Source: an optimization exercise on an open RTL-to-GDS flow (aim: small area). Production flows keep margins and buffers that such runs may drop.
In this exercise RTL edits were held to simulation tests only and were not proved equivalent to the original.
Power is estimated from default activity; no workload was simulated.

==> design.v <==
module ethernet_perf_counter_snapshot #(
  parameter int unsigned AUTO_PERIOD = 1000
) (
  input  logic        clk,
  input  logic        rst,
  input  logic [63:0] rx_frames,
  input  logic [63:0] rx_crc_err,
  input  logic [63:0] rx_bytes,
  input  logic [63:0] tx_frames,
  input  logic [63:0] tx_bytes,
  input  logic        snap_req,
  input  logic        clear_req,
  output logic        snap_done,
  output logic        busy,
  output logic [15:0] snap_seq,
  input  logic        rd_en,
  input  logic [4:0]  rd_addr,
  output logic        rd_valid,
  output logic [31:0] rd_data
);
  localparam int unsigned   TW     = (AUTO_PERIOD > 1) ? $clog2(AUTO_PERIOD) : 1;
  localparam bit            T_EN   = (AUTO_PERIOD != 0);
  localparam logic [TW-1:0] T_LAST = (AUTO_PERIOD > 0) ? TW'(AUTO_PERIOD - 1) : '0;
  logic [2:0]    ph;
  logic [TW-1:0] timer;
  logic          snap_pend;
  logic          clear_pend;
  logic          zc;    
  logic          zp;    
  logic [63:0] cur  [5];
  logic [63:0] prev [5];
  logic [63:0] live [5];
  logic idle, tick, req_any, clear_now, start, clear_do;
  assign live[0] = rx_frames;
  assign live[1] = rx_crc_err;
  assign live[2] = rx_bytes;
  assign live[3] = tx_frames;
  assign live[4] = tx_bytes;
  assign idle      = (ph == 3'd0);
  assign tick      = T_EN && (timer == T_LAST);
  assign req_any   = snap_pend | snap_req | tick;
  assign clear_now = clear_pend | clear_req;
  assign start     = idle && !clear_now && req_any;
  assign clear_do  = idle && clear_now;
  assign busy      = (ph != 3'd0) && (ph != 3'd7);
  assign snap_done = (ph == 3'd7);
  always_ff @(posedge clk) begin
    if (rst) begin
      timer <= '0;
    end else if (start || tick) begin
      timer <= '0;
    end else if (T_EN) begin
      timer <= timer + 1'b1;
    end
  end
  always_ff @(posedge clk) begin
    if (rst) begin
      ph         <= 3'd0;
      snap_pend  <= 1'b0;
      clear_pend <= 1'b0;
      snap_seq   <= '0;
      zc         <= 1'b1;
      zp         <= 1'b1;
    end else begin
      ph         <= idle ? {2'b00, start} : ph + 3'd1;
      snap_pend  <= req_any & (!idle | clear_now);
      clear_pend <= !idle & clear_now;
      if (clear_do) begin
        snap_seq <= '0;
        zc       <= 1'b1;
        zp       <= 1'b1;
      end else begin
        if (start) begin
          zc <= 1'b0;
          zp <= zc;
        end
        if (ph == 3'd6) begin
          snap_seq <= snap_seq + 16'd1;
        end
      end
    end
  end
  always_ff @(posedge clk) begin
    if (start) begin
      for (int i = 0; i < 5; i++) begin
        prev[i] <= cur[i];
        cur[i]  <= live[i];
      end
    end
  end
  logic [63:0] mc, mp, df, dl;
  logic        back;
  logic [63:0] g0, p0, gg, pp;
  logic [64:0] cy;
  logic [31:0] rd_word;
  logic [4:0]  sc, sp;
  always_comb begin
    mc = '0;
    mp = '0;
    for (int i = 0; i < 5; i++) begin
      sc[i] = (rd_addr[4:2] == 3'(i)) && !zc && !rst;
      sp[i] = (rd_addr[4:2] == 3'(i)) && !zp && !rst;
      mc = mc | (cur[i]  & {64{sc[i]}});
      mp = mp | (prev[i] & {64{sp[i]}});
    end
    g0 = mc & ~mp;
    p0 = mc ^ ~mp;
    gg = g0;
    pp = p0;
    for (int l = 0; l < 6; l++) begin
      for (int i = 0; i < 64; i++) begin
        if ((i % (2 << l)) == ((2 << l) - 1)) begin
          gg[i] = gg[i] | (pp[i] & gg[i - (1 << l)]);
          pp[i] = pp[i] & pp[i - (1 << l)];
        end
      end
    end
    for (int l = 4; l >= 0; l--) begin
      for (int i = 0; i < 64; i++) begin
        if ((i % (2 << l)) == ((1 << l) - 1) && i >= (2 << l)) begin
          gg[i] = gg[i] | (pp[i] & gg[i - (1 << l)]);
          pp[i] = pp[i] & pp[i - (1 << l)];
        end
      end
    end
    cy[0] = 1'b1;
    for (int i = 1; i <= 64; i++) cy[i] = gg[i-1] | pp[i-1];
    df   = p0 ^ cy[63:0];
    back = !cy[64];
    dl = back ? mc : df;
    case (rd_addr[1:0])
      2'd0:    rd_word = mc[31:0];
      2'd1:    rd_word = mc[63:32];
      2'd2:    rd_word = dl[31:0];
      default: rd_word = dl[63:32];
    endcase
    if (rd_addr == 5'd20 && !rst) begin
      rd_word = {busy, 15'd0, snap_seq};
    end
  end
  always_ff @(posedge clk) begin
    rd_valid <= rd_en && !rst;
    if (rd_en || rst) begin
      rd_data <= rd_word;
    end
  end
endmodule
==> flow/run.sh <==
#!/bin/bash
# Standard ORFS layout, with the port buffers made from the smallest buffer cell.
set -euo pipefail
bash standard.sh finish \
  "BUFFER_PORTS_ARGS=-buffer_cell sky130_fd_sc_hd__buf_1" \
  > standard_flow.log 2>&1
==> standard.sh <==
#!/bin/bash
# synth_recipe.tcl (not shown) runs the flow's synth.tcl, then flattens the netlist and writes it again
# the make line also repeats each setting of config.mk as NAME=value (left out here)
make -C /OpenROAD-flow-scripts/flow DESIGN_CONFIG=/design/flow/config.mk WORK_HOME=/design/flow/orfs CLKGATE_MAP_FILE= SYNTH_SCRIPT=/design/flow/synth_recipe.tcl "${@:-finish}"
==> config.mk <==
export PLATFORM = sky130hd
export DESIGN_NAME = ethernet_perf_counter_snapshot
export DESIGN_NICKNAME = ethernet_perf_counter_snapshot
export VERILOG_FILES = /design/flow/design.v
export SDC_FILE = /design/flow/constraint.sdc
export NUM_CORES = 4
export LEC_CHECK = 0
export CAP_MARGIN = 5
export CORE_MARGIN = 2
export CORE_UTILIZATION = 60
export CTS_BUF_LIST = sky130_fd_sc_hd__clkbuf_4
export CTS_CLUSTER_DIAMETER = 40
export CTS_CLUSTER_SIZE = 10
export PLACE_DENSITY = 0.7
export SLEW_MARGIN = 5
==> constraint.sdc <==
create_clock -name core_clock -period 8.0 [get_ports {clk}]
set_input_delay 1.6000 -clock core_clock [delete_from_list [all_inputs] [get_ports {clk}]]
set_output_delay 1.6000 -clock core_clock [all_outputs]
set_load 0.01 [all_outputs]
==> results of run 1 <==
worst max path at each step:
| stage | startpoint | slack [ns] | end |
|---|---|---|---|
| floorplan | snap_req | -9.64 | timer[2]$_SDFF_PP0_ |
| global route | rst | 1.14 | rd_data[5]$_DFFE_PP_ |
| finish | rst | 1.40 | rd_data[5]$_DFFE_PP_ |
| detailed placement | rst | 0.60 | rd_data[5]$_DFFE_PP_ |
| CTS | rst | 1.51 | rd_data[5]$_DFFE_PP_ |
| global placement | rd_addr[2] | 0.74 | rd_data[5]$_DFFE_PP_ |
critical path, cell delays in order:
cell and delay, ns:
sky130_fd_sc_hd__buf_1 0.46, sky130_fd_sc_hd__nor2_1 0.12, sky130_fd_sc_hd__nand2_1 0.14, sky130_fd_sc_hd__nor3_2 0.06
sky130_fd_sc_hd__buf_4 0.24, sky130_fd_sc_hd__buf_4 0.27, sky130_fd_sc_hd__a222oi_1 0.38, sky130_fd_sc_hd__inv_1 0.08
sky130_fd_sc_hd__a221oi_1 0.25, sky130_fd_sc_hd__ha_1 0.34, sky130_fd_sc_hd__a21oi_2 0.18, sky130_fd_sc_hd__o21ai_1 0.11
sky130_fd_sc_hd__a221o_1 0.44, sky130_fd_sc_hd__a211o_1 0.39, sky130_fd_sc_hd__a211o_1 0.40, sky130_fd_sc_hd__a221oi_4 0.48
sky130_fd_sc_hd__o21a_2 0.46, sky130_fd_sc_hd__nor2_2 0.08, sky130_fd_sc_hd__buf_4 0.26, sky130_fd_sc_hd__mux4_1 0.26
sky130_fd_sc_hd__a21o_1 0.17
sequential cells by signal, indices dropped and copies added (netlist names):
signal	cells
ph	3
snap_seq	16
rd_valid	1
zp	1
snap_pend	1
cur	320
prev	320
rd_data	32
zc	1
timer	10
clear_pend	1
cell families after synthesis:
family                   synth area share (%)
buffers and inverters                    2.45
AND/OR/NAND/NOR                          5.54
AO/OA/AOI/OAI                            13.0
flip-flops                               72.7
XOR/XNOR                                 2.41
adder cells (fa/ha/maj)                  3.10
multiplexers                            0.859
power by group:
group	total (mW)	leakage (nW)	switching [mW]	internal [mW]
Combinational	1.15	4.11	0.715	0.431
Clock	2.20	0.740	1.22	0.984
Sequential	4.55	6.61	0.142	4.41
Total	7.90	11.5	2.08	5.83
per-layer routing:
metal | track usage, % | part of all wire (%)
met3 | 5.83 | 9.3
met2 | 49.5 | 49
met5 | 0 | 0
met1 | 40.0 | 38
met4 | 12.3 | 3.8
layout by cell type, fill, tap and decap left out, drive strengths merged, types with 9 or more instances in the layout:
master and count:
a211oi 11, a21o 22, a21oi 75, a221oi 70, a222oi 124, a22oi 60
and3 22, buf 416, bufinv 10, clkbuf 109, clkinv 17, dfxtp 34
edfxtp 672, ha 71, inv 102, nand2 144, nand3 30, nand4 9
nor2 88, nor3 19, o21ai 34, o21bai 9, xnor2 48, xor2 31
area by class of cell:
class	count	share of cell area (%)
flip-flops and latches	706	64.5
multi-input cells	983	22.4
repair buffers	417	5.70
clock buffers	108	2.51
well taps	615	2.38
clock inverters	39	1.43
inverters	91	1.06
diodes	3	0.0232
stage by stage:
stage,cells,power (mW)
2_1_floorplan,1870,5.47
3_3_place_gp,2812,5.73
3_5_place_dp,2812,5.76
4_1_cts,2959,7.93
5_1_grt,2961,8.19
6_report,2962,7.90
==> flow_summary.rst, run 1 <==
.. list-table::
   :header-rows: 1

   * - Metric
     - Value
   * - Pin count of the biggest net entering global routing
     - 198
   * - Wire length of the first global-routing pass
     - 111000 um
   * - GRT Resource Usage Total
     - 30.1%
   * - Worst hold path endpoint
     - prev[3][30]$_DFFE_PP_
   * - Total of max-cap violations
     - 0
   * - Clock Latency Late Sink
     - 0.89 ns
   * - Tightest hold margin
     - 0.429 ns
   * - Hold bufs inserted after CTS
     - 0
   * - Reg2reg setup slack
     - 2.22 ns
   * - Worst min-delay path class
     - register to register
   * - H-tree Lvls
     - 3
   * - Syn Area/Cell
     - 15.3 um^2
   * - Count of flip-flops with a built-in enable after synthesis
     - 672
   * - IO Count
     - 381
   * - Cell depth of the worst flop-to-flop path
     - 18
   * - Synthesized instance count
     - 1870
   * - Layout cells sized above 1
     - 9.04%
   * - Fraction of synthesized cell area taken by the top area cell type
     - 70.3%
   * - RSZ-0062 raised after global routing
     - no
   * - Share of async-settable or async-resettable flops after synthesis
     - 0%
   * - Initial core utilization
     - 60.5%
   * - Net total in the final layout
     - 2694
   * - Clock sink count
     - 706
   * - Final RePlAce weighted congestion
     - 0.931
   * - Leading cell types by count after synthesis
     - 672 x sky130_fd_sc_hd__edfxtp_1, 144 x sky130_fd_sc_hd__nand2_1, 124 x sky130_fd_sc_hd__a222oi_1
   * - Die Area
     - 49600 um^2
   * - Mapped Nets
     - 2271
   * - Post-CTS sizing
     - 0
   * - Number of cells on the worst hold path
     - 0
   * - Relative slew slack
     - 26.6%
   * - Area of the multi-input gates
     - 7230 um^2
   * - Count of antenna-violating nets left after detailed routing
     - 0
   * - Peak supply drop
     - 0.000144 V
   * - Floorplan core area
     - 47400 um^2
   * - Largest clock skew in the final design
     - 0.0532 ns
   * - Fin worst setup slack
     - 1.40 ns
   * - Die span in y
     - 223 um
   * - Setup WS pre-CTS
     - 0.604 ns
   * - Transition time at the pin with the least slew margin
     - 1.10 ns
   * - Remaining global-route overflow
     - 0
   * - Start point of the worst hold path
     - cur[3][30]$_DFFE_PP_
   * - Highest attainable clock frequency
     - 0.151 GHz
   * - Crit-path max FO
     - 22
   * - Clock tree from TritonCTS
     - built
   * - Worst reg2reg path endpoint
     - rd_data[5]$_DFFE_PP_
   * - Clock transition at the register clock pins on the worst setup and hold paths after CTS
     - 0.10 ns
   * - Most frequent cell after synthesis
     - sky130_fd_sc_hd__edfxtp_1
   * - Placement Cell Area
     - 31000 um^2
   * - Leakage Power
     - 11.5 nW
   * - Type of origin of the critical path
     - primary input
   * - Cell type with the largest total area after synthesis
     - sky130_fd_sc_hd__edfxtp_1
   * - Fillcell total
     - 3337
   * - Clock tree buffer depth
     - 3
   * - Final count of negative-setup-slack endpoints
     - 0
   * - Total Routed Length
     - 75000 um
   * - Horizontal extent of the die
     - 223 um
   * - Via count of the first global-routing pass
     - 19000
   * - Dominant register cell in the synthesized netlist
     - sky130_fd_sc_hd__edfxtp_1
   * - Detailed-route DRC error count
     - 0
   * - Crit path DAT
     - 7.21 ns
   * - Reg-to-reg startpoint
     - zc$_SDFFE_PP1P_
   * - Placement Rows
     - 80
   * - CP Capture Type
     - register
   * - Cells taking the most area after synthesis
     - sky130_fd_sc_hd__edfxtp_1 70%, sky130_fd_sc_hd__a222oi_1 4.3%, sky130_fd_sc_hd__ha_1 3.1%
   * - Mapped Area
     - 28700 um^2
   * - P&R area growth vs syn
     - 12.7%
   * - Total of buffers placed on input and output ports
     - 380
   * - Routed length per instance
     - 25.3 um
   * - Final instance area
     - 32300 um^2
   * - Yosys cell types
     - 69
   * - Outcome
     - timing/DRC/antenna clean
   * - Placed wire-length estimate
     - 50500 um
   * - Pwr/cell area
     - 244 nW/um^2
   * - Required time at the worst-slack endpoint
     - 8.61 ns
   * - Via count
     - 19045
   * - Post-layout minimum cycle time
     - 6.60 ns
   * - Inserted Clock Buffers
     - 94
   * - Flip-flop and latch count after synthesis
     - 706
   * - Synth warnings
     - 4
   * - Critical setup path kind
     - primary input to register
   * - Number of detailed-route iterations in the first pass
     - 9
   * - Starting DRC count in detailed routing
     - 2824
   * - Period utilisation layout
     - 82.5%
   * - Number of buffers inserted to repair setup after CTS
     - 0
   * - Root cell of the clock tree
     - sky130_fd_sc_hd__clkbuf_4
   * - Detailed-route vias per instance
     - 6.43
   * - Antenna violations before repair
     - 3
   * - Total area of sequential cells
     - 20900 um^2
   * - Sum of negative setup slack
     - 0 ns
   * - Post-layout util
     - 68.1%
   * - Final-report hold violation count
     - 0
   * - Final-report max-slew violation count
     - 0
   * - Part of the Yosys area used for sequential elements
     - 72.7%
==> inputs of run 2 (changes only) <==
--- a/config.mk
+++ b/config.mk
@@ -5,11 +5,11 @@
 export SDC_FILE = /design/flow/constraint.sdc
 export NUM_CORES = 4
 export LEC_CHECK = 0
-export CAP_MARGIN = 5
+export CAP_MARGIN = 20
 export CORE_MARGIN = 2
 export CORE_UTILIZATION = 60
 export CTS_BUF_LIST = sky130_fd_sc_hd__clkbuf_4
 export CTS_CLUSTER_DIAMETER = 40
 export CTS_CLUSTER_SIZE = 10
 export PLACE_DENSITY = 0.7
-export SLEW_MARGIN = 5
+export SLEW_MARGIN = 20
==> run 2 against run 1 <==
  * Power stayed put
  * Worst setup slack stayed put
  * Critical path depth stayed put
  * Area after synthesis stayed put
  * Register-to-register slack hardly changed
  * Sequential power hardly changed
  * Wire length stayed put
  * Sequential cell count stayed put
  * Core utilization stayed put
  * Critical path type unchanged
  * Largest cell class unchanged
  * Highest routed layer unchanged
==> flow_summary.rst, run 2 <==
.. list-table::
   :header-rows: 1

   * - Metric
     - Value
   * - Outcome
     - timing/DRC/antenna clean
   * - Clock Latency Late Sink
     - 0.89 ns
   * - Pin count of the biggest net entering global routing
     - 198
   * - Cell depth of the worst flop-to-flop path
     - 18
   * - Initial core utilization
     - 60.5%
   * - GRT Resource Usage Total
     - 30.1%
   * - Total of max-cap violations
     - 0
   * - Clock transition at the register clock pins on the worst setup and hold paths after CTS
     - 0.10 ns
   * - Sum of negative setup slack
     - 0 ns
   * - Relative slew slack
     - 26.6%
   * - RSZ-0062 raised after global routing
     - no
   * - Type of origin of the critical path
     - primary input
   * - Horizontal extent of the die
     - 223 um
   * - Period utilisation layout
     - 82.5%
   * - Number of detailed-route iterations in the first pass
     - 9
   * - Most frequent cells in the layout
     - 672 x sky130_fd_sc_hd__edfxtp_1, 379 x sky130_fd_sc_hd__buf_1, 144 x sky130_fd_sc_hd__nand2_1
   * - Commonest non-fill, non-tap cell in the layout
     - sky130_fd_sc_hd__edfxtp_1
   * - Start point of the worst hold path
     - cur[3][30]$_DFFE_PP_
   * - Worst reg2reg path endpoint
     - rd_data[5]$_DFFE_PP_
   * - Reg2reg setup slack
     - 2.22 ns
   * - Transition time at the pin with the least slew margin
     - 1.10 ns
   * - Die span in y
     - 223 um
   * - Post-CTS sizing
     - 0
   * - Count of antenna-violating nets left after detailed routing
     - 0
   * - Required time at the worst-slack endpoint
     - 8.61 ns
   * - Post-layout util
     - 68.1%
   * - Highest attainable clock frequency
     - 0.151 GHz
   * - Fillcell total
     - 3337
   * - Total Routed Length
     - 75000 um
   * - Post-layout minimum cycle time
     - 6.60 ns
   * - Layout cells sized above 1
     - 9.04%
   * - Pwr/cell area
     - 244 nW/um^2
   * - Crit path DAT
     - 7.21 ns
   * - Number of buffers inserted to repair setup after CTS
     - 0
   * - H-tree Lvls
     - 3
   * - Switching power summed over all nets
     - 2.08 mW
   * - Part of the Yosys area used for sequential elements
     - 72.7%
   * - Placement Cell Area
     - 31000 um^2
   * - Count of flip-flops with a built-in enable after synthesis
     - 672
   * - Crit-path max FO
     - 22
   * - Leading cell types by count after synthesis
     - 672 x sky130_fd_sc_hd__edfxtp_1, 144 x sky130_fd_sc_hd__nand2_1, 124 x sky130_fd_sc_hd__a222oi_1
   * - Peak supply drop
     - 0.000144 V
   * - Final instance area
     - 32300 um^2
   * - Final-report max-slew violation count
     - 0
   * - Flip-flop and latch count after synthesis
     - 706
   * - Power share of the combinational group
     - 14.5%
   * - Starting DRC count in detailed routing
     - 2824
   * - Routed length per instance
     - 25.3 um
   * - Wire length of the first global-routing pass
     - 111000 um
   * - Floorplan core area
     - 47400 um^2
   * - Hold bufs inserted after CTS
     - 0
   * - Remaining global-route overflow
     - 0
   * - Inserted Clock Buffers
     - 94
   * - Largest clock skew in the final design
     - 0.0532 ns
   * - Clock tree from TritonCTS
     - built
   * - Placement Rows
     - 80
   * - Fraction of synthesized cell area taken by the top area cell type
     - 70.3%
   * - Mapped Area
     - 28700 um^2
   * - Via count
     - 19045
   * - Cell type with the largest total area after synthesis
     - sky130_fd_sc_hd__edfxtp_1
   * - Fraction of power spent switching nets
     - 26.3%
   * - Tightest hold margin
     - 0.429 ns
   * - Clock network fraction of design power
     - 27.9%
   * - Detailed-route vias per instance
     - 6.43
   * - Placed wire-length estimate
     - 50500 um
   * - Fin worst setup slack
     - 1.40 ns
   * - Net total in the final layout
     - 2694
   * - Share of async-settable or async-resettable flops after synthesis
     - 0%
   * - Critical setup path kind
     - primary input to register
   * - Syn Area/Cell
     - 15.3 um^2
   * - Leakage Power
     - 11.5 nW
   * - Cells taking the most area after synthesis
     - sky130_fd_sc_hd__edfxtp_1 70%, sky130_fd_sc_hd__a222oi_1 4.3%, sky130_fd_sc_hd__ha_1 3.1%
   * - Yosys cell types
     - 69
   * - CP Capture Type
     - register
   * - Final-report hold violation count
     - 0
   * - Setup WS pre-CTS
     - 0.604 ns
   * - Die Area
     - 49600 um^2
   * - Total of buffers placed on input and output ports
     - 380
   * - Detailed-route DRC error count
     - 0
   * - Clock tree buffer depth
     - 3
   * - IO Count
     - 381
   * - P&R area growth vs syn
     - 12.7%
   * - Dominant register cell in the synthesized netlist
     - sky130_fd_sc_hd__edfxtp_1
   * - Synth warnings
     - 4
   * - Worst min-delay path class
     - register to register
   * - Final RePlAce weighted congestion
     - 0.931
   * - Synthesized instance count
     - 1870
   * - Power share of the sequential group
     - 57.6%
   * - Clock sink count
     - 706
   * - Final count of negative-setup-slack endpoints
     - 0
   * - Root cell of the clock tree
     - sky130_fd_sc_hd__clkbuf_4
   * - Internal portion of total power
     - 5.83 mW
   * - Antenna violations before repair
     - 3
   * - Mapped Nets
     - 2271
   * - Most frequent cell after synthesis
     - sky130_fd_sc_hd__edfxtp_1
   * - Reg-to-reg startpoint
     - zc$_SDFFE_PP1P_
   * - Worst hold path endpoint
     - prev[3][30]$_DFFE_PP_
   * - Largest registers ranked by flip-flop count
     - cur x320, prev x320, rd_data x32
   * - Number of cells on the worst hold path
     - 0
   * - Via count of the first global-routing pass
     - 19000
run 2: cell counts after synthesis:
No cell type changed its count.
run 2: cells by family after synthesis:
family          share of synthesized area [%]
mux                                     0.859
buf+inv                                  2.45
simple gates                             5.54
fa+ha+maj                                3.10
xor+xnor                                 2.41
flops                                    72.7
compound gates                           13.0
run 2: power by group through the flow:
stage | clock [mW] | sequential (mW) | combinational (mW)
after global routing | 2.39 | 4.58 | 1.23
after CTS | 2.25 | 4.55 | 1.13
after global placement | 0 | 4.62 | 1.10
after floorplan | 0 | 4.72 | 0.754
final | 2.20 | 4.55 | 1.15
after detailed placement | 0 | 4.63 | 1.13
run 2: worst max path at each step:
stage	startpoint	endpoint	slack, ns
6_report	rst	rd_data[5]$_DFFE_PP_	1.40
5_1_grt	rst	rd_data[5]$_DFFE_PP_	1.14
4_1_cts	rst	rd_data[5]$_DFFE_PP_	1.51
3_5_place_dp	rst	rd_data[5]$_DFFE_PP_	0.60
3_3_place_gp	rd_addr[2]	rd_data[5]$_DFFE_PP_	0.74
2_1_floorplan	snap_req	timer[2]$_SDFF_PP0_	-9.64
run 2: routing by layer:
layer	up-vias	part of all wire [%]	wire length, um	global-route usage (%)
met5	-	0	0	0
met4	0	3.8	2860	12.3
met3	164	9.3	6950	5.83
met2	1165	49	36700	49.5
met1	9289	38	28600	40.0
li1	8427	-	-	-
run 2: per-stage QoR:
step	std cells	power, mW
6_report	2962	7.90
5_1_grt	2961	8.19
4_1_cts	2959	7.93
3_5_place_dp	2812	5.76
3_3_place_gp	2812	5.73
2_1_floorplan	1870	5.47
run 2: critical path: stages:
cell,delay [ns]
sky130_fd_sc_hd__buf_1,0.46
sky130_fd_sc_hd__nor2_1,0.12
sky130_fd_sc_hd__nand2_1,0.14
sky130_fd_sc_hd__nor3_2,0.06
sky130_fd_sc_hd__buf_4,0.24
sky130_fd_sc_hd__buf_4,0.27
sky130_fd_sc_hd__a222oi_1,0.38
sky130_fd_sc_hd__inv_1,0.08
sky130_fd_sc_hd__a221oi_1,0.25
sky130_fd_sc_hd__ha_1,0.34
sky130_fd_sc_hd__a21oi_2,0.18
sky130_fd_sc_hd__o21ai_1,0.11
sky130_fd_sc_hd__a221o_1,0.44
sky130_fd_sc_hd__a211o_1,0.39
sky130_fd_sc_hd__a211o_1,0.40
sky130_fd_sc_hd__a221oi_4,0.48
sky130_fd_sc_hd__o21a_2,0.46
sky130_fd_sc_hd__nor2_2,0.08
sky130_fd_sc_hd__buf_4,0.26
sky130_fd_sc_hd__mux4_1,0.26
sky130_fd_sc_hd__a21o_1,0.17
run 2: final cells by class:
| class | instances | area [um^2] | share of cell area (%) |
|---|---|---|---|
| repair buffers | 417 | 1840 | 5.70 |
| diodes | 3 | 7.51 | 0.0232 |
| multi-input cells | 983 | 7230 | 22.4 |
| well taps | 615 | 769 | 2.38 |
| inverters | 91 | 342 | 1.06 |
| clock inverters | 39 | 463 | 1.43 |
| clock buffers | 108 | 811 | 2.51 |
| flip-flops and latches | 706 | 20900 | 64.5 |
==> inputs of run 3 (changes only) <==
--- a/config.mk
+++ b/config.mk
@@ -7,9 +7,9 @@
 export LEC_CHECK = 0
 export CAP_MARGIN = 20
 export CORE_MARGIN = 2
-export CORE_UTILIZATION = 60
+export CORE_UTILIZATION = 70
 export CTS_BUF_LIST = sky130_fd_sc_hd__clkbuf_4
-export CTS_CLUSTER_DIAMETER = 40
+export CTS_CLUSTER_DIAMETER = 30
 export CTS_CLUSTER_SIZE = 10
-export PLACE_DENSITY = 0.7
+export PLACE_DENSITY = 0.8
 export SLEW_MARGIN = 20
==> run 3 against run 2 <==
  * Still clean
  * Global-route usage is 5.2 points higher
  * Synthesized cell count unchanged
  * Power up 8.8%
==> flow_summary.rst, run 3 <==
.. list-table::
   :header-rows: 1

   * - Metric
     - Value
   * - Yosys cell types
     - 69
   * - P&R area growth vs syn
     - 14.6%
   * - Worst path cell trace
     - buf_1 -> buf_4 -> or3_1 -> nor2_4 -> buf_4 -> a222oi_1 -> nand2_1 -> ha_1 -> nand4_1 -> nor3_1 -> nand3_1 -> a2111oi_0 -> a211o_1 -> a221oi_4 -> o21a_2 -> nor2_2 -> buf_4 -> a21oi_1 -> o32a_1
   * - Total of buffers placed on input and output ports
     - 380
   * - Leakage Power
     - 11.8 nW
   * - Required time at the worst-slack endpoint
     - 8.68 ns
   * - Share of async-settable or async-resettable flops after synthesis
     - 0%
   * - Commonest non-fill, non-tap cell in the layout
     - sky130_fd_sc_hd__edfxtp_1
   * - Largest family of logic cells by synthesized area
     - compound AO/OA/AOI/OAI gates
   * - Detailed-route vias per instance
     - 6.65
   * - Final count of negative-setup-slack endpoints
     - 0
   * - Highest-delay cell along the critical path
     - sky130_fd_sc_hd__nor3_1
   * - Die Area
     - 42600 um^2
   * - Antenna violations before repair
     - 2
   * - Crit path DAT
     - 7.26 ns
   * - Fraction of synthesized cell area taken by the top area cell type
     - 70.3%
   * - Post-layout power
     - 8.60 mW
   * - Cells taking the most area after synthesis
     - sky130_fd_sc_hd__edfxtp_1 70%, sky130_fd_sc_hd__a222oi_1 4.3%, sky130_fd_sc_hd__ha_1 3.1%
   * - Total Routed Length
     - 75400 um
   * - Post-Synth Adder-Cell Area
     - 3.10%
   * - Placement Cell Area
     - 30900 um^2
   * - Tightest hold margin
     - 0.445 ns
   * - Number of detailed-route iterations in the first pass
     - 8
   * - Dominant register cell in the synthesized netlist
     - sky130_fd_sc_hd__edfxtp_1
   * - Clock Latency Late Sink
     - 0.96 ns
   * - CP Capture Type
     - register
   * - Starting DRC count in detailed routing
     - 2966
   * - Most frequent cells in the layout
     - 672 x sky130_fd_sc_hd__edfxtp_1, 379 x sky130_fd_sc_hd__buf_1, 144 x sky130_fd_sc_hd__nand2_1
   * - Peak supply drop
     - 0.000257 V
   * - Cell occurring most often along the worst timing path
     - sky130_fd_sc_hd__buf_4
   * - Most frequent cell after synthesis
     - sky130_fd_sc_hd__edfxtp_1
   * - Final instance area
     - 32900 um^2
   * - Placement Rows
     - 74
   * - Final-report hold violation count
     - 0
   * - Mapped Area
     - 28700 um^2
   * - Via count of the first global-routing pass
     - 19381
   * - Horizontal extent of the die
     - 206 um
   * - Floorplan core area
     - 40600 um^2
   * - Type of origin of the critical path
     - primary input
   * - Largest clock skew in the final design
     - 0.0514 ns
   * - Sum of negative setup slack
     - 0 ns
   * - Number of buffers inserted to repair setup after CTS
     - 0
   * - Compound-cell area share of the yosys netlist
     - 13.0%
   * - Detailed-route DRC error count
     - 0
   * - Die span in y
     - 206 um
   * - Layout cells sized above 1
     - 11.1%
   * - Hold bufs inserted after CTS
     - 0
   * - Leading cell types by count after synthesis
     - 672 x sky130_fd_sc_hd__edfxtp_1, 144 x sky130_fd_sc_hd__nand2_1, 124 x sky130_fd_sc_hd__a222oi_1
   * - Cell type with the largest total area after synthesis
     - sky130_fd_sc_hd__edfxtp_1
   * - Relative slew slack
     - 24.3%
   * - Post-synthesis mux area share
     - 0.859%
   * - Critical path's largest stage delay
     - 0.58 ns
   * - Clock transition at the register clock pins on the worst setup and hold paths after CTS
     - 0.10 ns
   * - RSZ-0062 raised after global routing
     - no
   * - Outcome
     - timing/DRC/antenna clean
   * - Largest registers ranked by flip-flop count
     - cur x320, prev x320, rd_data x32
   * - Net total in the final layout
     - 2716
   * - GRT Resource Usage Total
     - 35.3%
   * - Transition time at the pin with the least slew margin
     - 1.13 ns
   * - Remaining global-route overflow
     - 0
   * - Post-synthesis simple-gate area fraction
     - 5.54%
   * - Worst min-delay path class
     - register to register
   * - Crit-path max FO
     - 18
   * - Clock sink count
     - 706
   * - Initial core utilization
     - 70.6%
   * - Pin count of the biggest net entering global routing
     - 189
   * - Final-report max-slew violation count
     - 0
   * - Flip-flop and latch count after synthesis
     - 706
   * - Placed wire-length estimate
     - 49300 um
   * - Period utilisation layout
     - 82.3%
   * - Post-CTS sizing
     - 0
   * - Part of the Yosys area used for sequential elements
     - 72.7%
   * - Parity-gate share of the synthesized area counting xor and xnor cells
     - 2.41%
   * - Count of antenna-violating nets left after detailed routing
     - 0
   * - Syn Area/Cell
     - 15.3 um^2
   * - Synthesized instance count
     - 1870
   * - IO Count
     - 381
   * - Routed length per instance
     - 25.5 um
   * - Synth warnings
     - 4
   * - Clock tree from TritonCTS
     - built
   * - Total of max-cap violations
     - 0
   * - Root cell of the clock tree
     - sky130_fd_sc_hd__clkbuf_4
   * - Critical setup path kind
     - primary input to register
   * - Post-layout minimum cycle time
     - 6.59 ns
   * - Final RePlAce weighted congestion
     - 0.968
   * - Pwr/cell area
     - 261 nW/um^2
   * - Mapped Nets
     - 2271
   * - Via count
     - 19617
   * - H-tree Lvls
     - 3
   * - Inserted Clock Buffers
     - 117
   * - Highest attainable clock frequency
     - 0.152 GHz
   * - Clock tree buffer depth
     - 3
   * - Wire length of the first global-routing pass
     - 111000 um
   * - Count of flip-flops with a built-in enable after synthesis
     - 672
run 3: worst paths after layout:
path / start / to / slack [ns] / depth (start not counted)
worst max-delay path: rst / rd_data[31]$_DFFE_PP_ / 1.41 / 19
worst min-delay path: cur[3][61]$_DFFE_PP_ / prev[3][61]$_DFFE_PP_ / 0.44 / 0
worst max register to register: zc$_SDFFE_PP1P_ / rd_data[31]$_DFFE_PP_ / 2.09 / 17
worst min register to register: cur[3][61]$_DFFE_PP_ / prev[3][61]$_DFFE_PP_ / 0.44 / 0
run 3: power breakdown:
| group | switching [mW] | internal, mW | leakage (nW) | total [mW] |
|---|---|---|---|---|
| registers | 0.151 | 4.41 | 6.61 | 4.56 |
| clock network | 1.37 | 1.51 | 1.07 | 2.88 |
| logic | 0.726 | 0.428 | 4.10 | 1.15 |
| total | 2.25 | 6.35 | 11.8 | 8.60 |
run 3: layer usage:
layer | part of all wire [%] | track usage [%] | vias up
li1 | - | - | 8523
met1 | 35 | 44.5 | 9429
met2 | 50 | 59.4 | 1439
met3 | 11 | 7.11 | 226
met4 | 4.3 | 16.3 | 0
met5 | 0 | 0 | -
run 3: cell type report:
type	instances	area, um^2
clock buffers	138	1040
repair buffers	416	1830
diodes	5	12.5
inverters	91	342
multi-input cells	983	7220
flip-flops and latches	706	20900
fillers	2180	7750
well taps	532	666
clock inverters	79	928
run 3: through the flow:
stage | setup slack, ns | util (%) | std cells
2_1_floorplan | -9.64 | - | 1870
3_3_place_gp | 0.836 | 76.1 | 2728
3_5_place_dp | 0.755 | 76.1 | 2728
4_1_cts | 1.70 | 80.9 | 2945
5_1_grt | 1.18 | 80.9 | 2950
6_report | 1.41 | 80.9 | 2950
run 3: kinds of logic (layout without fill, tap and decap cells):
kind of cell	after synthesis	count (layout)
mux	14	14
buf+inv	181	724
fa+ha+maj	71	71
compound gates	468	468
other cells	0	5
flops	706	706
xor+xnor	79	79
simple gates	351	351
run 3: critical path, delay by kind of cell:
kind            cells  cell delay [ns]
simple gates        7             2.69
compound gates      7             1.71
buf+inv             4             0.98
fa+ha+maj           1             0.24
==> inputs of run 4 (changes only) <==
--- a/config.mk
+++ b/config.mk
@@ -7,9 +7,9 @@
 export LEC_CHECK = 0
 export CAP_MARGIN = 20
 export CORE_MARGIN = 2
-export CORE_UTILIZATION = 70
-export CTS_BUF_LIST = sky130_fd_sc_hd__clkbuf_4
-export CTS_CLUSTER_DIAMETER = 30
+export CORE_UTILIZATION = 60
+export CTS_BUF_LIST = sky130_fd_sc_hd__clkbuf_2 sky130_fd_sc_hd__clkbuf_4 sky130_fd_sc_hd__clkbuf_8
+export CTS_CLUSTER_DIAMETER = 40
 export CTS_CLUSTER_SIZE = 10
-export PLACE_DENSITY = 0.8
+export PLACE_DENSITY = 0.7
 export SLEW_MARGIN = 20
==> run 4 against run 3 <==
  * Sequential power barely moved
  * Highest routed layer unchanged
  * Largest power group unchanged
  * Clock-buffer cell count fell by 26
  * Critical path type unchanged
  * Area after synthesis did not move
  * Sequential cell count did not move
  * Clock skew fell by 0.021 ns
  * Wire length barely moved
  * Final cell count rose by 0.34%
  * Hold slack got worse by 0.012 ns
==> flow_summary.rst, run 4 <==
.. list-table::
   :header-rows: 1

   * - Metric
     - Value
   * - CP Capture Type
     - register
   * - Placed wire-length estimate
     - 50500 um
   * - Most frequent cell after synthesis
     - sky130_fd_sc_hd__edfxtp_1
   * - Critical setup path kind
     - primary input to register
   * - Final RePlAce weighted congestion
     - 0.931
   * - Met3 Wirelength
     - 6890 um
   * - Die span in y
     - 223 um
   * - Count of antenna-violating nets left after detailed routing
     - 0
   * - Worst path cell trace
     - buf_1 -> nor2_1 -> nand2_1 -> nor3_2 -> buf_4 -> buf_4 -> a222oi_1 -> inv_1 -> a221oi_1 -> ha_1 -> a21oi_2 -> o21ai_1 -> a221o_1 -> a211o_1 -> a211o_1 -> a221oi_4 -> o21a_2 -> nor2_2 -> buf_4 -> mux4_1 -> a21o_1
   * - Syn Area/Cell
     - 15.3 um^2
   * - Highest signal layer in the routed design
     - met4
   * - Sum of negative setup slack
     - 0 ns
   * - Clock tree buffer depth
     - 3
   * - Cell depth of the worst flop-to-flop path
     - 18
   * - Pwr/cell area
     - 259 nW/um^2
   * - Hold bufs inserted after CTS
     - 0
   * - Horizontal extent of the die
     - 223 um
   * - Floorplan core area
     - 47400 um^2
   * - Post-CTS sizing
     - 0
   * - Cell type with the largest total area after synthesis
     - sky130_fd_sc_hd__edfxtp_1
   * - Highest attainable clock frequency
     - 0.147 GHz
   * - Final-report hold violation count
     - 0
   * - Dominant register cell in the synthesized netlist
     - sky130_fd_sc_hd__edfxtp_1
   * - Relative slew slack
     - 24.9%
   * - Final count of negative-setup-slack endpoints
     - 0
   * - Required time at the worst-slack endpoint
     - 8.44 ns
   * - Share of async-settable or async-resettable flops after synthesis
     - 0%
   * - Peak supply drop
     - 0.000197 V
   * - Tightest hold margin
     - 0.433 ns
   * - P&R area growth vs syn
     - 14.9%
   * - Highest-delay cell along the critical path
     - sky130_fd_sc_hd__a221oi_4
   * - IO Count
     - 381
   * - Via count of the first global-routing pass
     - 19038
   * - Largest family of logic cells by synthesized area
     - compound AO/OA/AOI/OAI gates
   * - Number of placed cells counting well taps
     - 2812
   * - Routed length per instance
     - 25.5 um
   * - Post-synthesis mux area share
     - 0.859%
   * - CP Capture Point
     - rd_data[5]$_DFFE_PP_
   * - Clock tree from TritonCTS
     - built
   * - Count of flip-flops with a built-in enable after synthesis
     - 672
   * - Largest clock skew in the final design
     - 0.0299 ns
   * - Reg-to-reg startpoint
     - zc$_SDFFE_PP1P_
   * - Net total in the final layout
     - 2694
   * - Parity-gate share of the synthesized area counting xor and xnor cells
     - 2.41%
   * - Starting DRC count in detailed routing
     - 2794
   * - Metal2 WL
     - 36800 um
   * - Layout cells sized above 1
     - 9.09%
   * - Clock transition at the register clock pins on the worst setup and hold paths after CTS
     - 0.06 ns
   * - Most frequent cells in the layout
     - 672 x sky130_fd_sc_hd__edfxtp_1, 379 x sky130_fd_sc_hd__buf_1, 144 x sky130_fd_sc_hd__nand2_1
   * - Crit path DAT
     - 7.23 ns
   * - Synthesized instance count
     - 1870
   * - Reg2reg setup slack
     - 2.26 ns
   * - Wire length on met1
     - 28700 um
   * - Post-layout minimum cycle time
     - 6.78 ns
   * - Critical path's largest stage delay
     - 0.49 ns
   * - Fraction of synthesized cell area taken by the top area cell type
     - 70.3%
   * - Crit-path max FO
     - 22
   * - Flip-flop and latch count after synthesis
     - 706
   * - Post-layout power
     - 8.53 mW
   * - Remaining global-route overflow
     - 0
   * - Transition time at the pin with the least slew margin
     - 1.12 ns
   * - Yosys cell types
     - 69
   * - Total of buffers placed on input and output ports
     - 380
   * - Type of origin of the critical path
     - primary input
   * - Leading cell types by count after synthesis
     - 672 x sky130_fd_sc_hd__edfxtp_1, 144 x sky130_fd_sc_hd__nand2_1, 124 x sky130_fd_sc_hd__a222oi_1
   * - Count of placed standard cells in the final layout, fillers left out
     - 2960
   * - Post-Synth Adder-Cell Area
     - 3.10%
   * - Pin count of the biggest net entering global routing
     - 198
   * - Worst min-delay path class
     - register to register
   * - Antenna violations before repair
     - 1
   * - Initial core utilization
     - 60.5%
   * - Part of the Yosys area used for sequential elements
     - 72.7%
   * - Mapped Nets
     - 2271
   * - GRT Resource Usage Total
     - 30.3%
   * - RSZ-0062 raised after global routing
     - no
   * - Post-synthesis simple-gate area fraction
     - 5.54%
   * - H-tree Lvls
     - 3
   * - Die Area
     - 49600 um^2
   * - Final-report max-slew violation count
     - 0
   * - Number of buffers inserted to repair setup after CTS
     - 0
   * - Largest registers ranked by flip-flop count
     - cur x320, prev x320, rd_data x32
   * - Wire length of the first global-routing pass
     - 112000 um
   * - Outcome
     - timing/DRC/antenna clean
   * - Post-layout util
     - 69.5%
   * - Clock Latency Late Sink
     - 0.69 ns
   * - Worst setup startpoint
     - rst
   * - Commonest non-fill, non-tap cell in the layout
     - sky130_fd_sc_hd__edfxtp_1
   * - Total Routed Length
     - 75400 um
   * - Period utilisation layout
     - 84.8%
   * - Detailed-route DRC error count
     - 0
   * - Inserted Clock Buffers
     - 94
   * - Worst reg2reg path endpoint
     - rd_data[5]$_DFFE_PP_
   * - Placement Rows
     - 80
   * - Total of max-cap violations
     - 0
   * - Cell occurring most often along the worst timing path
     - sky130_fd_sc_hd__buf_4
   * - Leakage Power
     - 11.7 nW
   * - Clock sink count
     - 706
   * - Cells taking the most area after synthesis
     - sky130_fd_sc_hd__edfxtp_1 70%, sky130_fd_sc_hd__a222oi_1 4.3%, sky130_fd_sc_hd__ha_1 3.1%
   * - Number of detailed-route iterations in the first pass
     - 8
   * - Root cell of the clock tree
     - sky130_fd_sc_hd__clkbuf_8
   * - Via count
     - 19042
   * - Mapped Area
     - 28700 um^2
   * - Detailed-route vias per instance
     - 6.43
   * - Synth warnings
     - 4
   * - Compound-cell area share of the yosys netlist
     - 13.0%
-- run 4: cell count changes in the layout (fill, tap and decap cells not counted), moves of 2 or more --
cell and delta:
sky130_fd_sc_hd__inv_4 +2, sky130_fd_sc_hd__clkbuf_4 -128, sky130_fd_sc_hd__clkbuf_8 +102, sky130_fd_sc_hd__clkinv_1 -13, sky130_fd_sc_hd__clkinv_4 -3, sky130_fd_sc_hd__bufinv_16 -11
sky130_fd_sc_hd__inv_6 +2, sky130_fd_sc_hd__clkinvlp_4 -7, sky130_fd_sc_hd__diode_2 -4, sky130_fd_sc_hd__inv_2 -3, sky130_fd_sc_hd__clkinv_2 -11
-- run 4: final cells by class --
class                           instances  area, um^2
Inverter                               91         342
Sequential cell                       706       20900
Tap cell                              615         769
Fill cell                            3246       14500
Clock buffer                          112        1480
Antenna cell                            1        2.50
Clock inverter                         35         434
Multi-Input combinational cell        983        7230
Timing Repair Buffer                  417        1840
-- run 4: kinds of logic after synthesis --
family | count (synthesis)
flip-flops | 706
AO/OA/AOI/OAI | 468
AND/OR/NAND/NOR | 351
buffers and inverters | 181
XOR/XNOR | 79
adder cells (fa/ha/maj) | 71
multiplexers | 14
-- run 4: report_power, final --
group / switching, mW / internal, mW / total [mW]
logic: 0.713 / 0.431 / 1.14
clock network: 1.31 / 1.51 / 2.82
registers: 0.143 / 4.42 / 4.56
-- run 4: worst min path at each step --
| stage | from | slack, ns | cells past startpoint | to |
|---|---|---|---|---|
| final | cur[3][30]$_DFFE_PP_ | 0.43 | 0 | prev[3][30]$_DFFE_PP_ |
| after global routing | cur[4][58]$_DFFE_PP_ | 0.46 | 0 | prev[4][58]$_DFFE_PP_ |
| after CTS | cur[3][30]$_DFFE_PP_ | 0.44 | 0 | prev[3][30]$_DFFE_PP_ |
| after detailed placement | cur[2][60]$_DFFE_PP_ | 0.43 | 0 | prev[2][60]$_DFFE_PP_ |
| after global placement | cur[2][45]$_DFFE_PP_ | 0.43 | 0 | prev[2][45]$_DFFE_PP_ |
| after floorplan | cur[4][0]$_DFFE_PP_ | 0.43 | 0 | prev[4][0]$_DFFE_PP_ |
-- run 4: metrics by stage --
| stage | instance area (um^2) | setup slack, ns |
|---|---|---|
| final | 33000 | 1.22 |
| after floorplan | 28700 | -9.64 |
| after detailed placement | 31000 | 0.604 |
| after global placement | 31000 | 0.741 |
| after CTS | 33000 | 1.31 |
| after global routing | 33000 | 0.937 |
-- run 4: routing by layer --
layer	vias up	GRT usage, %
li1	8389	-
met5	-	0
met1	9304	39.9
met3	171	5.70
met4	0	12.6
met2	1178	49.9
-- run 4: worst max-delay path, delay by kind of cell --
| kind | cells | cell delay, ns |
|---|---|---|
| AO/OA/AOI/OAI | 10 | 3.27 |
| multiplexers | 1 | 0.26 |
| buffers and inverters | 5 | 1.32 |
| adder cells (fa/ha/maj) | 1 | 0.34 |
| AND/OR/NAND/NOR | 4 | 0.40 |
==> inputs of run 5 (changes only) <==
==> flow/run.sh (replaced) <==
#!/bin/bash
# Standard ORFS synthesis, then the standard layout with two changes: the port buffers are the
# smallest buffer cell, and the largest buffers and inverters are kept out of the layout's
# repair steps (the platform's own don't-use list is kept as well).
set -euo pipefail
PLATFORM_DONT_USE="sky130_fd_sc_hd__probe_p_8 sky130_fd_sc_hd__probec_p_8 sky130_fd_sc_hd__lpflow_bleeder_1 sky130_fd_sc_hd__lpflow_clkbufkapwr_1 sky130_fd_sc_hd__lpflow_clkbufkapwr_16 sky130_fd_sc_hd__lpflow_clkbufkapwr_2 sky130_fd_sc_hd__lpflow_clkbufkapwr_4 sky130_fd_sc_hd__lpflow_clkbufkapwr_8 sky130_fd_sc_hd__lpflow_clkinvkapwr_1 sky130_fd_sc_hd__lpflow_clkinvkapwr_16 sky130_fd_sc_hd__lpflow_clkinvkapwr_2 sky130_fd_sc_hd__lpflow_clkinvkapwr_4 sky130_fd_sc_hd__lpflow_clkinvkapwr_8 sky130_fd_sc_hd__lpflow_decapkapwr_12 sky130_fd_sc_hd__lpflow_decapkapwr_3 sky130_fd_sc_hd__lpflow_decapkapwr_4 sky130_fd_sc_hd__lpflow_decapkapwr_6 sky130_fd_sc_hd__lpflow_decapkapwr_8 sky130_fd_sc_hd__lpflow_inputiso0n_1 sky130_fd_sc_hd__lpflow_inputiso0p_1 sky130_fd_sc_hd__lpflow_inputiso1n_1 sky130_fd_sc_hd__lpflow_inputiso1p_1 sky130_fd_sc_hd__lpflow_inputisolatch_1 sky130_fd_sc_hd__lpflow_isobufsrc_1 sky130_fd_sc_hd__lpflow_isobufsrc_16 sky130_fd_sc_hd__lpflow_isobufsrc_2 sky130_fd_sc_hd__lpflow_isobufsrc_4 sky130_fd_sc_hd__lpflow_isobufsrc_8 sky130_fd_sc_hd__lpflow_isobufsrckapwr_16 sky130_fd_sc_hd__lpflow_lsbuf_lh_hl_isowell_tap_1 sky130_fd_sc_hd__lpflow_lsbuf_lh_hl_isowell_tap_2 sky130_fd_sc_hd__lpflow_lsbuf_lh_hl_isowell_tap_4 sky130_fd_sc_hd__lpflow_lsbuf_lh_isowell_4 sky130_fd_sc_hd__lpflow_lsbuf_lh_isowell_tap_1 sky130_fd_sc_hd__lpflow_lsbuf_lh_isowell_tap_2 sky130_fd_sc_hd__lpflow_lsbuf_lh_isowell_tap_4"
BIG="sky130_fd_sc_hd__buf_8 sky130_fd_sc_hd__buf_12 sky130_fd_sc_hd__buf_16 sky130_fd_sc_hd__bufinv_8 sky130_fd_sc_hd__bufinv_16 sky130_fd_sc_hd__inv_8 sky130_fd_sc_hd__inv_12 sky130_fd_sc_hd__inv_16 sky130_fd_sc_hd__clkinv_8 sky130_fd_sc_hd__clkinv_16 sky130_fd_sc_hd__clkbuf_16"
bash standard.sh synth > synth.log 2>&1
bash standard.sh finish \
  "BUFFER_PORTS_ARGS=-buffer_cell sky130_fd_sc_hd__buf_1" \
  "DONT_USE_CELLS=$PLATFORM_DONT_USE $BIG" \
  > layout.log 2>&1
--- a/config.mk
+++ b/config.mk
@@ -8,7 +8,7 @@
 export CAP_MARGIN = 20
 export CORE_MARGIN = 2
 export CORE_UTILIZATION = 60
-export CTS_BUF_LIST = sky130_fd_sc_hd__clkbuf_2 sky130_fd_sc_hd__clkbuf_4 sky130_fd_sc_hd__clkbuf_8
+export CTS_BUF_LIST = sky130_fd_sc_hd__clkbuf_4
 export CTS_CLUSTER_DIAMETER = 40
 export CTS_CLUSTER_SIZE = 10
 export PLACE_DENSITY = 0.7
==> run 5 against run 4 <==
  * Sequential power is essentially flat
  * Hold slack got worse by 0.0070 ns
  * Final cell count grew 2.4%
  * Critical path type unchanged
==> flow_summary.rst, run 5 <==
.. list-table::
   :header-rows: 1

   * - Metric
     - Value
   * - Starting DRC count in detailed routing
     - 2509
   * - Critical setup path kind
     - primary input to register
   * - Clock sink count
     - 706
   * - Cell depth of the worst flop-to-flop path
     - 18
   * - Most frequent cells in the layout
     - 672 x sky130_fd_sc_hd__edfxtp_1, 379 x sky130_fd_sc_hd__buf_1, 144 x sky130_fd_sc_hd__nand2_1
   * - Synth warnings
     - 4
   * - Detailed-route vias per instance
     - 6.33
   * - Post-layout minimum cycle time
     - 6.49 ns
   * - Crit path DAT
     - 7.16 ns
   * - Number of detailed-route iterations in the first pass
     - 10
   * - Routed length per instance
     - 24.6 um
   * - Pin count of the biggest net entering global routing
     - 56
   * - Remaining global-route overflow
     - 0
   * - Inserted Clock Buffers
     - 100
   * - Highest attainable clock frequency
     - 0.154 GHz
   * - Via count of the first global-routing pass
     - 19015
   * - Worst reg2reg path endpoint
     - rd_data[5]$_DFFE_PP_
   * - Detailed-route DRC error count
     - 0
   * - Part of the Yosys area used for sequential elements
     - 72.7%
   * - Flip-flop and latch count after synthesis
     - 706
   * - Cell type with the largest total area after synthesis
     - sky130_fd_sc_hd__edfxtp_1
   * - Relative slew slack
     - 29.2%
   * - Final count of negative-setup-slack endpoints
     - 0
   * - Clock tree from TritonCTS
     - built
   * - Net total in the final layout
     - 2749
   * - Syn Area/Cell
     - 15.3 um^2
   * - Post-CTS sizing
     - 0
   * - Root cell of the clock tree
     - sky130_fd_sc_hd__clkbuf_4
   * - Final-report max-slew violation count
     - 0
   * - Placement Cell Area
     - 31100 um^2
   * - Worst min-delay path class
     - register to register
   * - Number of buffers inserted to repair setup after CTS
     - 0
   * - Mapped Nets
     - 2271
   * - Die span in y
     - 223 um
   * - Cells taking the most area after synthesis
     - sky130_fd_sc_hd__edfxtp_1 70%, sky130_fd_sc_hd__a222oi_1 4.3%, sky130_fd_sc_hd__ha_1 3.1%
   * - Placed wire-length estimate
     - 53900 um
   * - Commonest non-fill, non-tap cell in the layout
     - sky130_fd_sc_hd__edfxtp_1
   * - IO Count
     - 381
   * - Number of cells on the worst hold path
     - 0
   * - Yosys cell types
     - 69
   * - Final RePlAce weighted congestion
     - 0.911
   * - Setup WS pre-CTS
     - 0.668 ns
   * - Outcome
     - timing/DRC/antenna clean
   * - Clock tree buffer depth
     - 3
   * - Share of async-settable or async-resettable flops after synthesis
     - 0%
   * - Mapped Area
     - 28700 um^2
   * - Final-report hold violation count
     - 0
   * - Synthesized instance count
     - 1870
   * - Total of buffers placed on input and output ports
     - 380
   * - Dominant register cell in the synthesized netlist
     - sky130_fd_sc_hd__edfxtp_1
   * - Antenna violations before repair
     - 2
   * - Floorplan core area
     - 47400 um^2
   * - Hold bufs inserted after CTS
     - 0
   * - Clock Latency Late Sink
     - 0.92 ns
   * - Layout cells sized above 1
     - 11.5%
   * - Total of max-cap violations
     - 0
   * - Type of origin of the critical path
     - primary input
   * - GRT Resource Usage Total
     - 30.2%
   * - Crit-path max FO
     - 22
   * - Fraction of synthesized cell area taken by the top area cell type
     - 70.3%
   * - Transition time at the pin with the least slew margin
     - 1.06 ns
   * - CP Capture Type
     - register
   * - RSZ-0062 raised after global routing
     - no
   * - Final instance area
     - 32200 um^2
   * - Fin worst setup slack
     - 1.51 ns
   * - Period utilisation layout
     - 81.1%
   * - Count of antenna-violating nets left after detailed routing
     - 0
   * - Leading cell types by count after synthesis
     - 672 x sky130_fd_sc_hd__edfxtp_1, 144 x sky130_fd_sc_hd__nand2_1, 124 x sky130_fd_sc_hd__a222oi_1
   * - Reg-to-reg startpoint
     - zp$_SDFFE_PP1P_
   * - H-tree Lvls
     - 3
   * - Wire length of the first global-routing pass
     - 112000 um
   * - Initial core utilization
     - 60.5%
   * - Leakage Power
     - 11.6 nW
   * - Pwr/cell area
     - 239 nW/um^2
   * - Start point of the worst hold path
     - cur[1][49]$_DFFE_PP_
   * - Required time at the worst-slack endpoint
     - 8.67 ns
   * - Via count
     - 19187
   * - Placement Rows
     - 80
   * - Peak supply drop
     - 0.000175 V
   * - Clock transition at the register clock pins on the worst setup and hold paths after CTS
     - 0.11 ns
   * - Most frequent cell after synthesis
     - sky130_fd_sc_hd__edfxtp_1
   * - Worst hold path endpoint
     - prev[1][49]$_DFFE_PP_
   * - Die Area
     - 49600 um^2
   * - Horizontal extent of the die
     - 223 um
   * - Count of flip-flops with a built-in enable after synthesis
     - 672
   * - Reg2reg setup slack
     - 2.22 ns
   * - P&R area growth vs syn
     - 12.4%
   * - Largest clock skew in the final design
     - 0.0785 ns
   * - Largest registers ranked by flip-flop count
     - cur x320, prev x320, rd_data x32
   * - Sum of negative setup slack
     - 0 ns
   * - Total Routed Length
     - 74600 um
==> run 5: cells by family (layout without fill, tap and decap cells) <==
group	Yosys count	count (layout)	share of synthesized area, %
mux	14	14	0.859
simple gates	351	351	5.54
fa+ha+maj	71	71	3.10
compound gates	468	468	13.0
xor+xnor	79	79	2.41
flops	706	706	72.7
buf+inv	181	722	2.45
other cells	0	6	0
==> run 5: critical path, cell delays in order <==
cell	delay, ns
sky130_fd_sc_hd__buf_1	0.39
sky130_fd_sc_hd__nand2b_1	0.25
sky130_fd_sc_hd__nor2_4	0.67
sky130_fd_sc_hd__buf_2	0.44
sky130_fd_sc_hd__a222oi_1	0.15
sky130_fd_sc_hd__inv_1	0.10
sky130_fd_sc_hd__a221oi_1	0.06
sky130_fd_sc_hd__ha_1	0.41
sky130_fd_sc_hd__a21oi_1	0.08
sky130_fd_sc_hd__o21ai_0	0.49
sky130_fd_sc_hd__a22oi_1	0.26
sky130_fd_sc_hd__a211oi_1	0.26
sky130_fd_sc_hd__a211o_1	0.29
sky130_fd_sc_hd__a221oi_4	0.16
sky130_fd_sc_hd__o21a_2	0.25
sky130_fd_sc_hd__nor2_2	0.47
sky130_fd_sc_hd__buf_2	0.32
sky130_fd_sc_hd__mux4_1	0.32
sky130_fd_sc_hd__a21o_1	0.17
==> run 5: final cells by class <==
| cell class | instances | area, um^2 |
|---|---|---|
| clock buffer | 116 | 871 |
| fill | 3467 | 15200 |
| antenna | 6 | 15.0 |
| sequential | 706 | 20900 |
| tap | 615 | 769 |
| clock inverter | 49 | 294 |
| timing repair buffer | 466 | 1860 |
| multi-input combinational | 983 | 7230 |
| inverter | 91 | 342 |
==> run 5: per-stage QoR <==
stage	instances	hold slack (ns)	utilization (%)	power (mW)
2_1_floorplan	1870	0.425	-	5.47
3_3_place_gp	2861	0.431	65.5	5.73
3_5_place_dp	2861	0.434	65.5	5.76
4_1_cts	3026	0.425	67.9	7.74
5_1_grt	3030	0.442	68.0	8.01
6_report	3032	0.426	68.0	7.71
==> run 5: worst max path at each step <==
stage | startpoint | end | depth (start not counted)
global route | rd_addr[2] | rd_data[5]$_DFFE_PP_ | 19
finish | rd_addr[2] | rd_data[5]$_DFFE_PP_ | 19
CTS | rd_addr[3] | rd_data[12]$_DFFE_PP_ | 19
floorplan | snap_req | timer[2]$_SDFF_PP0_ | 6
detailed placement | rd_addr[3] | rd_data[5]$_DFFE_PP_ | 20
global placement | rd_addr[3] | rd_data[5]$_DFFE_PP_ | 19
==> run 5: layer usage <==
metal	share of wire [%]	global-route usage, %	up-vias
met4	3.3	11.1	0
met3	8.6	5.38	163
met5	0	0	-
met1	39	40.8	9402
li1	-	-	8555
met2	50	49.8	1067
==> run 5: power by group <==
part | internal, mW | leakage (nW) | total, mW | switching, mW
clock network | 0.728 | 0.696 | 2.01 | 1.29
registers | 4.41 | 6.61 | 4.56 | 0.151
logic | 0.429 | 4.32 | 1.14 | 0.709
==> inputs of run 6 (changes only) <==
==> flow/run.sh (replaced) <==
#!/bin/bash
# Standard ORFS synthesis, then the standard layout with three changes: the port buffers are the
# smallest buffer cell, the largest buffers and inverters are kept out of the layout's
# repair steps (the platform's own don't-use list is kept as well), and clock tree synthesis
# adds no dummy loads.
set -euo pipefail
PLATFORM_DONT_USE="sky130_fd_sc_hd__probe_p_8 sky130_fd_sc_hd__probec_p_8 sky130_fd_sc_hd__lpflow_bleeder_1 sky130_fd_sc_hd__lpflow_clkbufkapwr_1 sky130_fd_sc_hd__lpflow_clkbufkapwr_16 sky130_fd_sc_hd__lpflow_clkbufkapwr_2 sky130_fd_sc_hd__lpflow_clkbufkapwr_4 sky130_fd_sc_hd__lpflow_clkbufkapwr_8 sky130_fd_sc_hd__lpflow_clkinvkapwr_1 sky130_fd_sc_hd__lpflow_clkinvkapwr_16 sky130_fd_sc_hd__lpflow_clkinvkapwr_2 sky130_fd_sc_hd__lpflow_clkinvkapwr_4 sky130_fd_sc_hd__lpflow_clkinvkapwr_8 sky130_fd_sc_hd__lpflow_decapkapwr_12 sky130_fd_sc_hd__lpflow_decapkapwr_3 sky130_fd_sc_hd__lpflow_decapkapwr_4 sky130_fd_sc_hd__lpflow_decapkapwr_6 sky130_fd_sc_hd__lpflow_decapkapwr_8 sky130_fd_sc_hd__lpflow_inputiso0n_1 sky130_fd_sc_hd__lpflow_inputiso0p_1 sky130_fd_sc_hd__lpflow_inputiso1n_1 sky130_fd_sc_hd__lpflow_inputiso1p_1 sky130_fd_sc_hd__lpflow_inputisolatch_1 sky130_fd_sc_hd__lpflow_isobufsrc_1 sky130_fd_sc_hd__lpflow_isobufsrc_16 sky130_fd_sc_hd__lpflow_isobufsrc_2 sky130_fd_sc_hd__lpflow_isobufsrc_4 sky130_fd_sc_hd__lpflow_isobufsrc_8 sky130_fd_sc_hd__lpflow_isobufsrckapwr_16 sky130_fd_sc_hd__lpflow_lsbuf_lh_hl_isowell_tap_1 sky130_fd_sc_hd__lpflow_lsbuf_lh_hl_isowell_tap_2 sky130_fd_sc_hd__lpflow_lsbuf_lh_hl_isowell_tap_4 sky130_fd_sc_hd__lpflow_lsbuf_lh_isowell_4 sky130_fd_sc_hd__lpflow_lsbuf_lh_isowell_tap_1 sky130_fd_sc_hd__lpflow_lsbuf_lh_isowell_tap_2 sky130_fd_sc_hd__lpflow_lsbuf_lh_isowell_tap_4"
BIG="sky130_fd_sc_hd__buf_8 sky130_fd_sc_hd__buf_12 sky130_fd_sc_hd__buf_16 sky130_fd_sc_hd__bufinv_8 sky130_fd_sc_hd__bufinv_16 sky130_fd_sc_hd__inv_8 sky130_fd_sc_hd__inv_12 sky130_fd_sc_hd__inv_16 sky130_fd_sc_hd__clkinv_8 sky130_fd_sc_hd__clkinv_16 sky130_fd_sc_hd__clkbuf_16"
CTS="-sink_clustering_enable -repair_clock_nets -sink_clustering_size 10 -sink_clustering_max_diameter 40 -buf_list sky130_fd_sc_hd__clkbuf_4 -dont_use_dummy_load"
bash standard.sh synth > synth.log 2>&1
bash standard.sh finish \
  "CTS_ARGS=$CTS" \
  "BUFFER_PORTS_ARGS=-buffer_cell sky130_fd_sc_hd__buf_1" \
  "DONT_USE_CELLS=$PLATFORM_DONT_USE $BIG" \
  > layout.log 2>&1
==> run 6 against run 5 <==
  * Still clean on timing, DRC and antenna
  * Critical path depth did not move
  * Via count fell by 0.59%
  * Sequential cell count did not move
  * Largest cell class unchanged
==> flow_summary.rst, run 6 <==
.. list-table::
   :header-rows: 1

   * - Metric
     - Value
   * - Part of the Yosys area used for sequential elements
     - 72.7%
   * - Most frequent cell after synthesis
     - sky130_fd_sc_hd__edfxtp_1
   * - Worst hold path endpoint
     - prev[2][10]$_DFFE_PP_
   * - Worst path cell trace
     - buf_1 -> nand2b_1 -> nor2_4 -> buf_2 -> a222oi_1 -> inv_1 -> a221oi_1 -> ha_1 -> a21oi_1 -> o21ai_1 -> a221o_1 -> a211o_1 -> a211o_1 -> a221oi_4 -> o21ai_4 -> nand2_1 -> buf_2 -> mux2_2 -> a21oi_1
   * - Critical setup path kind
     - primary input to register
   * - IO Count
     - 381
   * - Post-layout minimum cycle time
     - 6.54 ns
   * - Number of buffers inserted to repair setup after CTS
     - 0
   * - Number of cells on the worst hold path
     - 0
   * - Fin worst setup slack
     - 1.46 ns
   * - Dominant register cell in the synthesized netlist
     - sky130_fd_sc_hd__edfxtp_1
   * - Hold bufs inserted after CTS
     - 0
   * - Commonest non-fill, non-tap cell in the layout
     - sky130_fd_sc_hd__edfxtp_1
   * - Pwr/cell area
     - 232 nW/um^2
   * - Total of max-cap violations
     - 0
   * - Syn Area/Cell
     - 15.3 um^2
   * - Number of buffer and inverter instances along the worst setup path
     - 4
   * - Critical path's largest stage delay
     - 0.71 ns
   * - Largest clock skew in the final design
     - 0.0985 ns
   * - P&R area growth vs syn
     - 10.9%
   * - Worst min-delay path class
     - register to register
   * - Wire length of the first global-routing pass
     - 112000 um
   * - Die span in y
     - 223 um
   * - Kind of cell adding the most delay to the critical path
     - compound AO/OA/AOI/OAI gates
   * - Post-layout power
     - 7.38 mW
   * - Relative slew slack
     - 27.9%
   * - Leakage Power
     - 11.4 nW
   * - Yosys cell types
     - 69
   * - Clock Latency Late Sink
     - 0.92 ns
   * - Synth warnings
     - 4
   * - RSZ-0062 raised after global routing
     - no
   * - Type of origin of the critical path
     - primary input
   * - Total Routed Length
     - 74400 um
   * - Start point of the worst hold path
     - cur[2][10]$_DFFE_PP_
   * - Via count
     - 19073
   * - Die Area
     - 49600 um^2
   * - Post-CTS sizing
     - 0
   * - Final RePlAce weighted congestion
     - 0.911
   * - Required time at the worst-slack endpoint
     - 8.67 ns
   * - Routed length per instance
     - 25.1 um
   * - Net total in the final layout
     - 2749
   * - Mapped Area
     - 28700 um^2
   * - Transition time at the pin with the least slew margin
     - 1.08 ns
   * - GRT Resource Usage Total
     - 30.1%
   * - Crit path DAT
     - 7.21 ns
   * - Clock sink count
     - 706
   * - Placed wire-length estimate
     - 53900 um
   * - Highest-delay cell along the critical path
     - sky130_fd_sc_hd__nor2_4
   * - Share of async-settable or async-resettable flops after synthesis
     - 0%
   * - Reg-to-reg startpoint
     - zp$_SDFFE_PP1P_
   * - Peak supply drop
     - 0.000170 V
   * - Final count of negative-setup-slack endpoints
     - 0
   * - Count of placed standard cells in the final layout, fillers left out
     - 2969
   * - Count of antenna-violating nets left after detailed routing
     - 0
   * - Count of flip-flops with a built-in enable after synthesis
     - 672
   * - Setup WS pre-CTS
     - 0.668 ns
   * - Initial core utilization
     - 60.5%
   * - Largest registers ranked by flip-flop count
     - cur x320, prev x320, rd_data x32
   * - Cell depth of the worst flop-to-flop path
     - 18
   * - Fraction of synthesized cell area taken by the top area cell type
     - 70.3%
   * - Period utilisation layout
     - 81.8%
   * - Crit-path max FO
     - 21
   * - H-tree Lvls
     - 3
   * - Most frequent cells in the layout
     - 672 x sky130_fd_sc_hd__edfxtp_1, 379 x sky130_fd_sc_hd__buf_1, 144 x sky130_fd_sc_hd__nand2_1
   * - Cell type with the largest total area after synthesis
     - sky130_fd_sc_hd__edfxtp_1
   * - Worst reg2reg path endpoint
     - rd_data[12]$_DFFE_PP_
   * - Placement Rows
     - 80
   * - Via count of the first global-routing pass
     - 18934
   * - Highest attainable clock frequency
     - 0.153 GHz
   * - Clock tree buffer depth
     - 3
   * - Inserted Clock Buffers
     - 100
   * - Detailed-route vias per instance
     - 6.42
   * - Synthesized instance count
     - 1870
   * - CP Capture Type
     - register
   * - Layout cells sized above 1
     - 9.38%
   * - Total of buffers placed on input and output ports
     - 380
   * - Flip-flop and latch count after synthesis
     - 706
   * - Starting DRC count in detailed routing
     - 2413
   * - Clock transition at the register clock pins on the worst setup and hold paths after CTS
     - 0.09 ns
   * - Clock tree from TritonCTS
     - built
   * - Antenna violations before repair
     - 2
   * - Final-report hold violation count
     - 0
   * - Final-report max-slew violation count
     - 0
   * - Pin count of the biggest net entering global routing
     - 56
   * - Leading cell types by count after synthesis
     - 672 x sky130_fd_sc_hd__edfxtp_1, 144 x sky130_fd_sc_hd__nand2_1, 124 x sky130_fd_sc_hd__a222oi_1
   * - Remaining global-route overflow
     - 0
   * - Sum of negative setup slack
     - 0 ns
   * - Root cell of the clock tree
     - sky130_fd_sc_hd__clkbuf_4
   * - Floorplan core area
     - 47400 um^2
   * - Horizontal extent of the die
     - 223 um
   * - Post-layout util
     - 67.1%
   * - Fillcell total
     - 3501
   * - Cells taking the most area after synthesis
     - sky130_fd_sc_hd__edfxtp_1 70%, sky130_fd_sc_hd__a222oi_1 4.3%, sky130_fd_sc_hd__ha_1 3.1%
   * - Number of detailed-route iterations in the first pass
     - 8
   * - Number of placed cells counting well taps
     - 2861
   * - Mapped Nets
     - 2271
   * - Detailed-route DRC error count
     - 0
   * - Reg2reg setup slack
     - 2.15 ns
   * - Outcome
     - timing/DRC/antenna clean
[run 6: worst max path at each step]
stage                           from                    end  depth (start not counted)
final                     rd_addr[2]  rd_data[12]$_DFFE_PP_                         19
after global routing      rd_addr[2]  rd_data[12]$_DFFE_PP_                         19
after CTS                 rd_addr[3]  rd_data[12]$_DFFE_PP_                         19
after detailed placement  rd_addr[3]   rd_data[5]$_DFFE_PP_                         20
after global placement    rd_addr[3]   rd_data[5]$_DFFE_PP_                         19
after floorplan             snap_req    timer[2]$_SDFF_PP0_                          6
[run 6: report_power, final]
group / internal (mW) / switching, mW
Sequential: 4.41 / 0.151
Combinational: 0.429 / 0.711
Clock: 0.570 / 1.11
[run 6: area by class of cell]
cell class,instances,area [um^2],area share (%)
Inverter,91,342,1.07
Tap cell,615,769,2.42
Timing Repair Buffer,466,1860,5.85
Clock buffer,100,751,2.36
Antenna cell,8,20.0,0.0629
Multi-Input combinational cell,983,7230,22.7
Sequential cell,706,20900,65.5
[run 6: per-stage QoR]
step | hold WS [ns] | instance area, um^2
4_1_cts | 0.384 | 31800
2_1_floorplan | 0.425 | 28700
3_5_place_dp | 0.434 | 31100
5_1_grt | 0.410 | 31800
6_report | 0.375 | 31800
3_3_place_gp | 0.431 | 31100
[run 6: logic make-up (layout without fill, tap and decap cells)]
logic type,count (synthesis),after routing,synth area share (%)
buf+inv,181,657,2.45
other cells,0,8,0
fa+ha+maj,71,71,3.10
simple gates,351,351,5.54
flops,706,706,72.7
compound gates,468,468,13.0
mux,14,14,0.859
xor+xnor,79,79,2.41
[run 6: metal layers]
layer	share of wire, %	up-vias	track usage (%)
li1	-	8497	-
met1	39	9359	40.8
met2	50	1049	49.7
met3	8.3	168	5.08
met4	3.4	0	11.0
met5	0	-	0

[static timing again, ports no longer ideal]
How much do the figures lean on ideal ports? The routed layouts below were timed once more, with nothing changed but the port constraints. Step 1: set_driving_cell puts a clkbuf_16 on clk and a buf_2 on each other input, an assumption about the parent block. Step 2, shift: input delay + t, output delay - t, t = (earliest + latest rising clock arrival at the registers) / 2. This alone moves slack from input paths to output paths. a / b / c = no drivers / after step 1 / after step 2; a / b = the first two.
run	t (ns)	setup slack, ns
run 1	0.913	1.396 / 1.423 / 0.509
run 2	0.913	1.396 / 1.423 / 0.509
run 3	0.986	1.414 / 1.445 / 0.459
run 4	0.731	1.215 / 1.243 / 0.512
run 5	0.938	1.511 / 1.527 / 0.589
run 6	0.929	1.457 / 1.471 / 0.542
After both steps setup and hold are still met in every run listed.
